Source: an optimization exercise on an open RTL-to-GDS flow (aim: small area). Production flows keep margins and buffers that such runs may drop.
Function was checked by simulation only, so behaviour that the tests miss may differ from the original.

==> flow/design.v, too long to show whole: its modules and the start of the top module <==
// module conv3x3_channel_mac: 1973 lines
// module conv3x3_final_add: 30 lines
// module conv3x3_pp: 1734 lines
// module conv3x3_fa: 9 lines
// module rgb_conv3x3_engine: 119 lines
module rgb_conv3x3_engine
#(
  parameter int DATA_WIDTH   = rgb_conv_pkg::DATA_WIDTH,
  parameter int WEIGHT_WIDTH = rgb_conv_pkg::WEIGHT_WIDTH,
  parameter int ACC_WIDTH    = rgb_conv_pkg::ACC_WIDTH,
  parameter int IMAGE_SIZE   = 224
) (
  input  logic                         clk,
  input  logic                         rst,
  input  logic                         col_valid,
  input  logic [3*DATA_WIDTH-1:0]      col_r,
  input  logic [3*DATA_WIDTH-1:0]      col_g,
  input  logic [3*DATA_WIDTH-1:0]      col_b,
  input  logic                         wt_we,
  input  logic [4:0]                   wt_addr,
  input  logic [ACC_WIDTH-1:0]         wt_data,
  output logic signed [ACC_WIDTH-1:0]  conv_out,
  output logic                         conv_valid,
  output logic [7:0]                   out_row,
  output logic [7:0]                   out_col,
  output logic                         frame_done
);
  // ...
==> flow/flow/run.sh <==
#!/bin/bash
set -euo pipefail
export BUFFER_PORTS_ARGS="-buffer_cell sky130_fd_sc_hd__buf_1"
export CTS_ARGS="-sink_clustering_enable -repair_clock_nets -dont_use_dummy_load -buf_list sky130_fd_sc_hd__clkbuf_8 -sink_clustering_size 14 -sink_clustering_max_diameter 80"
bash standard.sh > flow_make.log 2>&1
==> flow/standard.sh <==
#!/bin/bash
# synth_recipe.tcl (not shown) runs the flow's synth.tcl, then flattens the netlist and writes it again
# the make line also repeats each setting of config.mk as NAME=value (left out here)
make -C /OpenROAD-flow-scripts/flow DESIGN_CONFIG=/design/flow/config.mk WORK_HOME=/design/flow/orfs CLKGATE_MAP_FILE= SYNTH_SCRIPT=/design/flow/synth_recipe.tcl "${@:-finish}"
==> flow/config.mk <==
export PLATFORM = sky130hd
export DESIGN_NAME = rgb_conv3x3_engine
export DESIGN_NICKNAME = rgb_conv3x3_engine
export VERILOG_FILES = /design/flow/design.v
export SDC_FILE = /design/flow/constraint.sdc
export NUM_CORES = 4
export LEC_CHECK = 0
export ABC_AREA = 1
export CAP_MARGIN = 20
export CORE_MARGIN = 2
export CORE_UTILIZATION = 60
export PLACE_DENSITY = 0.7
export SLEW_MARGIN = 20
export SYNTH_HIERARCHICAL = 1
export SYNTH_MINIMUM_KEEP_SIZE = 0
==> flow/constraint.sdc <==
create_clock -name core_clock -period 10.0 [get_ports {clk}]
set_input_delay 2.0000 -clock core_clock [delete_from_list [all_inputs] [get_ports {clk}]]
set_output_delay 2.0000 -clock core_clock [all_outputs]
set_load 0.01 [all_outputs]
==> notes.md, run 1 <==
Mean Syn Cell Area=roughly 12 µm²; class of the most critical hold timing path=register to register; largest net degree at the start of global routing=slightly below 70; Area after DPL=about 60000 µm²; Ports=147; most common library cells after synthesis=1826 x nand2_1, 1726 x fa_1, 384 x edfxtp_1; crit path capture=cs_q[15]; layout cells sized above 1=0.0255; Top Metal Used=met5; CP Cell Sequence=nand2_1, fa_1, fa_1, fa_1, fa_1, fa_1, fa_1, fa_1, fa_1, fa_1, fa_1, fa_1, fa_1, fa_1, fa_1; status=complete, no violations; Detailed Route WL=around 250 mm; FF-to-FF setup slack=~1200 ps; Seq cells=516; GRT Resource Usage Total=0.501; I/O Buffers=between 100 and 150; Worst Clk Skew=122 ps; Buf+Inv Stages, Crit Path=0; Rel. slew slack=0.120; layout clock buffer count=50; cell taking the most area after synthesis=fa_1; hold_ws=between 300 and 400 ps; post-layout utilization of the core=0.601; clock tree buffer depth=3; non-clock inverter count in the final layout=306; post-route minimum period=approximately 8800 ps; Mapped Cells=between 5000 and 6000; area share of the largest cell type after synthesis=0.560; asr flop ratio synth=0; Clock Sinks=516; reg2reg start=col1_g_q[15]; max reg flops=216; non-clk buf share=0.0152; Non-Clock Buffer Count=roughly 200; Clock Pin Slew Worst Setup and Hold Paths=roughly 100 ps
==> run 2: changes to the inputs <==
--- a/flow/config.mk
+++ b/flow/config.mk
@@ -5,7 +5,6 @@
 export SDC_FILE = /design/flow/constraint.sdc
 export NUM_CORES = 4
 export LEC_CHECK = 0
-export ABC_AREA = 1
 export CAP_MARGIN = 20
 export CORE_MARGIN = 2
 export CORE_UTILIZATION = 60
==> notes.md, run 2 <==
status=complete, no violations; Syn Nets=~6300; Mapped Cells=4482 (-10%); GRT Resource Usage Total=0.546 (+0.0454); top post-synthesis cells by area=fa_1 59%, edfxtp_1 20%, nand2_1 10%; Buf+Inv Stages, Crit Path=0 (unchanged); Setup crit start kind=register; die area=~100000 µm²; max reg flops=216 (unchanged); DR WL/cell=approximately 45 µm; EDFF count, synth=roughly 380; Yosys warnings=9; largest net degree at the start of global routing=106 (+56%); Mean Syn Cell Area=13.1 µm² (+6.0%); die width=~320 µm; Crit-path slowest cell=edfxtp_1; area share of the largest cell type after synthesis=0.590 (+0.0299); WP data required=between 10000 and 15000 ps; Worst path top cell family by delay=adder cells; Clock Pin Slew Worst Setup and Hold Paths=110 ps (about the same); post-route minimum period=8790 ps (-44.5 ps); Syn Std Cell Area=between 50000 and 60000 µm²; Detailed Route WL=262 mm (+2.8%); post-layout utilization of the core=0.628 (+0.0275); count leader, synth=fa_1; layout cells sized above 1=0.0280 (+0.00240); Clock Sinks=516 (unchanged); Die Y=between 300 and 400 µm; initial antenna violation count=22; Root Driver=clkbuf_8; H-Tree Level Count=2; Synth cell types=38; element type at the critical path end=register; Critical Path Max Stage Delay=between 800 and 900 ps; vias in the first global route=between 40000 and 50000; Worst EP arrival=between 9000 and 10000 ps; CP Cell Sequence=nand2_1, fa_1, fa_1, fa_1, fa_1, fa_1, fa_1, fa_1, fa_1, fa_1, fa_1, fa_1, fa_1, fa_1, fa_1; Rel. slew slack=0.101 (-0.0196); most common library cells after synthesis=1726 x fa_1, 1580 x nand2_1, 384 x edfxtp_1; largest register by flop count=wt_q; Syn-to-layout area delta=3.69%; Post-CTS Resized=0; critical path's most frequent cell=fa_1; gpl congestion=around 1.2; floorplan row count=~110; DRT antenna net count=0; ys flop type=edfxtp_1; CTS tree=built; max-cap viol count=0; total CTS buffers=a little over 50; grt ovf=0; Final Hold Violating Endpoints=0; I/O Buffers=146 (unchanged); register area share after synthesis=0.242; DP HPWL=roughly 220 mm; most frequent cells in the layout=1726 x fa_1, 1580 x nand2_1, 384 x edfxtp_1, 216 x and2_1, 141 x buf_1; Remaining DRCs=0; cell taking the most area after synthesis=fa_1; class of the most critical hold timing path=register to register; critical path fanouts, max=9; Fmax=~110 MHz; # hold bufs at CTS=0; final critical-path share of the clock period=0.879; Via-to-Cell Ratio=approximately 6.9; Final nets=~6400; Worst Clk Skew=139 ps (+16.6 ps); First-pass DRT Iterations=7; asr flop ratio synth=0 (unchanged); core box area=between 90000 and 100000 µm²; Clock Latency Late Sink=just over 800 ps; first-pass GRT wire length=356 mm; DR iter-0 viols=approximately 7200; Fillers=~7400; clock tree buffer depth=3 (unchanged); DR vias=around 40000; Initial Util=0.606; biggest regs=wt_q (216), res_q (72), cs_q (32); CP Class=register to register; setup TNS=0 ps; RSZ-0062 raised after global routing=no; measured slew at the worst slew-check pin=around 1300 ps; Slew Viols, Final=0; Ports=147 (unchanged); post-CTS setup buffers=0; flops & latches, synth=between 500 and 600; commonest non-fill, non-tap cell in the layout=fa_1; # setup viols final=0
run 2: changes by cell type after synthesis, moves of 27 or more:
cell and change:
nor2_1 -27, buf_4 -327, and2_1 +216, buf_6 -105
inv_1 -243, nand2_1 -246, buf_2 +185
run 2: modules after synthesis (local to each module, per instance):
module / times used / flops+latches / cells inside
conv3x3_pp: 1 / 0 / 1918
conv3x3_fa: 1726 / 0 / 1
conv3x3_channel_mac: 1 / 0 / 60
rgb_conv3x3_engine: 1 / 516 / 738
conv3x3_final_add: 1 / 0 / 40
run 2: per-layer routing:
layer  track usage  wire, µm  vias up
met5        0.0204       365        -
met4         0.371     24400       14
met3         0.271     46300      969
met2         0.741    106000     4370
met1         0.690     84400    21000
li1              -         -    13800
run 2: worst paths after layout:
kind	slack (ps)	from	endpoint	cells after the start
worst min register to register	310	res_q[1][19]	res_q[2][19]	0
worst max-delay path	1210	col1_r_q[4]	cs_q[13]	15
worst max register to register	1210	col1_r_q[4]	cs_q[13]	15
worst min-delay path	310	res_q[1][19]	res_q[2][19]	0
run 2: through the flow:
step	setup slack (ps)	instances	hold WS (ps)	cell area (µm²)
2_1_floorplan	2030	4482	310	58600
6_report	1210	5800	310	60700
4_1_cts	1340	5783	319	60700
3_5_place_dp	808	5732	313	60000
3_3_place_gp	865	5732	309	60000
5_1_grt	1190	5793	323	60700
run 2: logic make-up after synthesis:
kind of cell / after synthesis / synth area share
simple gates: 1866 / 0.131
fa+ha+maj: 1752 / 0.595
flops: 516 / 0.242
buf+inv: 295 / 0.0251
compound gates: 44 / 0.00468
xor+xnor: 9 / 0.00135
run 2: area by class of cell:
cell class                      instances  area [µm²]  area share
Multi-Input combinational cell       3671       42900       0.707
Sequential cell                       516       14200       0.233
Tap cell                             1276        1600      0.0263
Timing Repair Buffer                  209        1050      0.0173
Clock buffer                           51         702      0.0116
Inverter                               61         229     0.00377
Antenna cell                           16        40.0    0.000659
run 2: worst register-to-register path: cells and delay by family (launching register included):
kind | cells | cell delay (ps)
and+or+nand+nor | 1 | 170
adders and majority gates | 14 | 7630
DFF | 1 | 840
==> run 3: changes to the inputs <==
--- a/flow/config.mk
+++ b/flow/config.mk
@@ -7,8 +7,8 @@
 export LEC_CHECK = 0
 export CAP_MARGIN = 20
 export CORE_MARGIN = 2
-export CORE_UTILIZATION = 60
-export PLACE_DENSITY = 0.7
+export CORE_UTILIZATION = 70
+export PLACE_DENSITY = 0.8
 export SLEW_MARGIN = 20
 export SYNTH_HIERARCHICAL = 1
 export SYNTH_MINIMUM_KEEP_SIZE = 0
==> notes.md, run 3 <==
status=complete, no violations; area share of the largest cell type after synthesis=0.590 (unchanged); Worst path top cell family by delay=adder cells; Buf+Inv Stages, Crit Path=0 (unchanged); register area share after synthesis=0.242 (unchanged); asr flop ratio synth=0 (unchanged); CP Cell Sequence=nand2_1, fa_1, fa_1, fa_1, fa_1, fa_1, fa_1, fa_1, fa_1, fa_1, fa_1, fa_1, fa_1, fa_1, fa_1, fa_1; I/O Buffers=146 (unchanged); commonest non-fill, non-tap cell in the layout=fa_1; DR vias=40100 (-0.19%); Reg2Reg Depth=16 (+1); clock tree buffer depth=3 (unchanged); grt ovf=0 (unchanged); GRT Resource Usage Total=0.584 (+0.0374); Yosys warnings=9 (unchanged); most common library cells after synthesis=1726 x fa_1, 1580 x nand2_1, 384 x edfxtp_1; Fmax=114 MHz (+0.41%); DR WL met3=47.7 mm (+3.0%); DP HPWL=203 mm (-9.1%); cell count of the worst hold path=0 (unchanged); Crit-path slowest cell=edfxtp_1; Syn Std Cell Area=58600 µm² (unchanged); Worst Clk Skew=103 ps (-35.6 ps); Syn Nets=6339 (unchanged); Syn-to-layout area delta=2.67%; multi-input logic area=42900 µm² (about the same); layout cells sized above 1=0.0188 (-0.00913); Fillers=5550 (-25%); Slew Viols, Final=0 (unchanged); Final Hold Violating Endpoints=0 (unchanged); met2 WL=94.2 mm (-11%); Hold Crit Start=res_q[2][10]; DR WL/cell=42.9 µm (-4.8%); H-Tree Level Count=2 (unchanged); Die Y=293 µm (-7.3%); initial antenna violation count=15 (-32%); Rel. slew slack=0.183 (+0.0826); Detailed Route WL=239 mm (-8.7%); Clock Latency Late Sink=800 ps (-20 ps); critical path's most frequent cell=fa_1; Top Metal Used=met5; Root Driver=clkbuf_8; register area=14200 µm² (unchanged); reg2reg start=col1_g_q[13]; Initial Util=0.703 (+0.0976); element type at the critical path end=register; setup TNS=0 ps (unchanged); FF-to-FF setup slack=1250 ps (+40 ps); Worst Setup SP=col1_g_q[13]; CP Class=register to register; total CTS buffers=51 (unchanged); Setup crit start kind=register; # setup viols final=0 (unchanged); critical path fanouts, max=9 (unchanged); Clock Sinks=516 (unchanged); Critical Path Max Stage Delay=880 ps (+40 ps); gpl congestion=1.17 (+1.0%); Via-to-Cell Ratio=7.21 (+4.1%); core box area=83300 µm² (-14%); First-pass DRT Iterations=9 (+2); DRT antenna net count=0 (unchanged); flops & latches, synth=516 (unchanged); Post-CTS Resized=0 (unchanged); ys flop type=edfxtp_1; count leader, synth=fa_1; die area=86000 µm² (-14%); measured slew at the worst slew-check pin=1220 ps (-124 ps); Final nets=6322 (-0.71%); die width=293 µm (-7.3%); WP data required=10610 ps (-60 ps); Crit path depth=16 (+1); Ports=147 (unchanged); Mean Syn Cell Area=13.1 µm² (unchanged); floorplan row count=106 (-7.0%); class of the most critical hold timing path=register to register; DR iter-0 viols=6900 (-3.8%); vias in the first global route=42800 (-1.1%); max-cap viol count=0 (unchanged); largest register by flop count=wt_q; most frequent cells in the layout=1726 x fa_1, 1580 x nand2_1, 384 x edfxtp_1, 216 x and2_1, 145 x buf_1; Remaining DRCs=0 (unchanged); first-pass GRT wire length=328 mm (-7.7%); # hold bufs at CTS=0 (unchanged); CTS tree=built; max reg flops=216 (unchanged); Synth cell types=38 (unchanged); Worst EP arrival=9370 ps (-90 ps); largest net degree at the start of global routing=51 (-52%); Clock Pin Slew Worst Setup and Hold Paths=100 ps (about the same); cell taking the most area after synthesis=fa_1; post-CTS setup buffers=0 (unchanged); RSZ-0062 raised after global routing=no; EDFF count, synth=384 (unchanged); biggest regs=wt_q (216), res_q (72), cs_q (32); top post-synthesis cells by area=fa_1 59%, edfxtp_1 20%, nand2_1 10%; final critical-path share of the clock period=0.875 (-0.00363); post-route minimum period=8750 ps (-36.3 ps); M1 wire length=70.9 mm (-16%); Mapped Cells=4482 (unchanged)
[run 3: cell counts after synthesis]
No cell type changed its count.
[run 3: routing by layer]
layer / vias to the layer above / track usage
met5: - / 0.0244
met4: 16 / 0.463
met3: 1069 / 0.333
met2: 4774 / 0.753
met1: 20600 / 0.717
li1: 13700 / -
[run 3: kinds of logic after synthesis]
group / synth area share
AOI/OAI and AO/OA: 0.00468
xor gates and xnor gates: 0.00135
DFF: 0.242
adders and majority gates: 0.595
and+or+nand+nor: 0.131
buffers and inverters: 0.0251
[run 3: modules after synthesis (local to each module, per instance)]
module | flops+latches | cell area (µm²) | copies in the design
conv3x3_pp | 0 | 7980 | 1
conv3x3_channel_mac | 0 | 464 | 1
rgb_conv3x3_engine | 516 | 15400 | 1
conv3x3_final_add | 0 | 216 | 1
conv3x3_fa | 0 | 20.0 | 1726
[run 3: final timing paths]
path / to
min reg2reg: res_q[3][10]
max reg2reg: cs_q[15]
max: cs_q[15]
min: res_q[3][10]
[run 3: cell type report]
type | count | area share
repair buffers | 164 | 0.0114
inverters | 61 | 0.00381
diodes | 20 | 0.000832
clock buffers | 51 | 0.0117
well taps | 1080 | 0.0225
flip-flops and latches | 516 | 0.236
multi-input cells | 3671 | 0.714
[run 3: metrics by stage]
stage | setup slack [ps] | area [µm²] | utilization | hold slack [ps] | std cells
floorplan | 2030 | 58600 | - | 310 | 4482
global placement | 1290 | 59400 | 0.713 | 310 | 5492
detailed placement | 1240 | 59400 | 0.713 | 313 | 5492
CTS | 1400 | 60100 | 0.721 | 331 | 5543
global route | 1160 | 60100 | 0.722 | 337 | 5549
finish | 1250 | 60100 | 0.722 | 330 | 5563
[run 3: worst reg2reg max path: stages, from the launching register on]
cell	delay (ps)
edfxtp_1	880
nand2_1	370
fa_1	550
fa_1	440
fa_1	660
fa_1	490
fa_1	460
fa_1	570
fa_1	510
fa_1	460
fa_1	460
fa_1	440
fa_1	440
fa_1	490
fa_1	450
fa_1	430
fa_1	470

-- separate check: timing with driven ports --
In the flow no input, the clock included, has a driving cell. The finished layouts below were timed again as built, in two steps. Step 1 (the two cells are an assumption about what drives the block):
set clk [get_ports {clk}]
set_driving_cell -lib_cell sky130_fd_sc_hd__clkbuf_16 $clk
set_driving_cell -lib_cell sky130_fd_sc_hd__buf_2 [delete_from_list [all_inputs] $clk]
Step 2 moves the port delays by t, midway between the first and last clock arrival at a register: inputs arrive t later, outputs are due t later. That takes back most of the time a late clock gives input paths. a / b / c = no drivers / after step 1 / after step 2; a / b = the first two.
| run | shift t [ns] | setup slack, ns | pins driven straight from the clock port |
|---|---|---|---|
| run 1 | 0.829 | 1.168 / 1.168 / 0.737 | 1 |
| run 2 | 0.834 | 1.212 / 1.212 / 0.687 | 1 |
| run 3 | 0.831 | 1.248 / 1.248 / 1.089 | 1 |
After both steps every run listed still meets setup and hold. The setup slack of run 2, which loses most, moves by 0.000 ns with the drivers and by -0.525 ns with both steps.
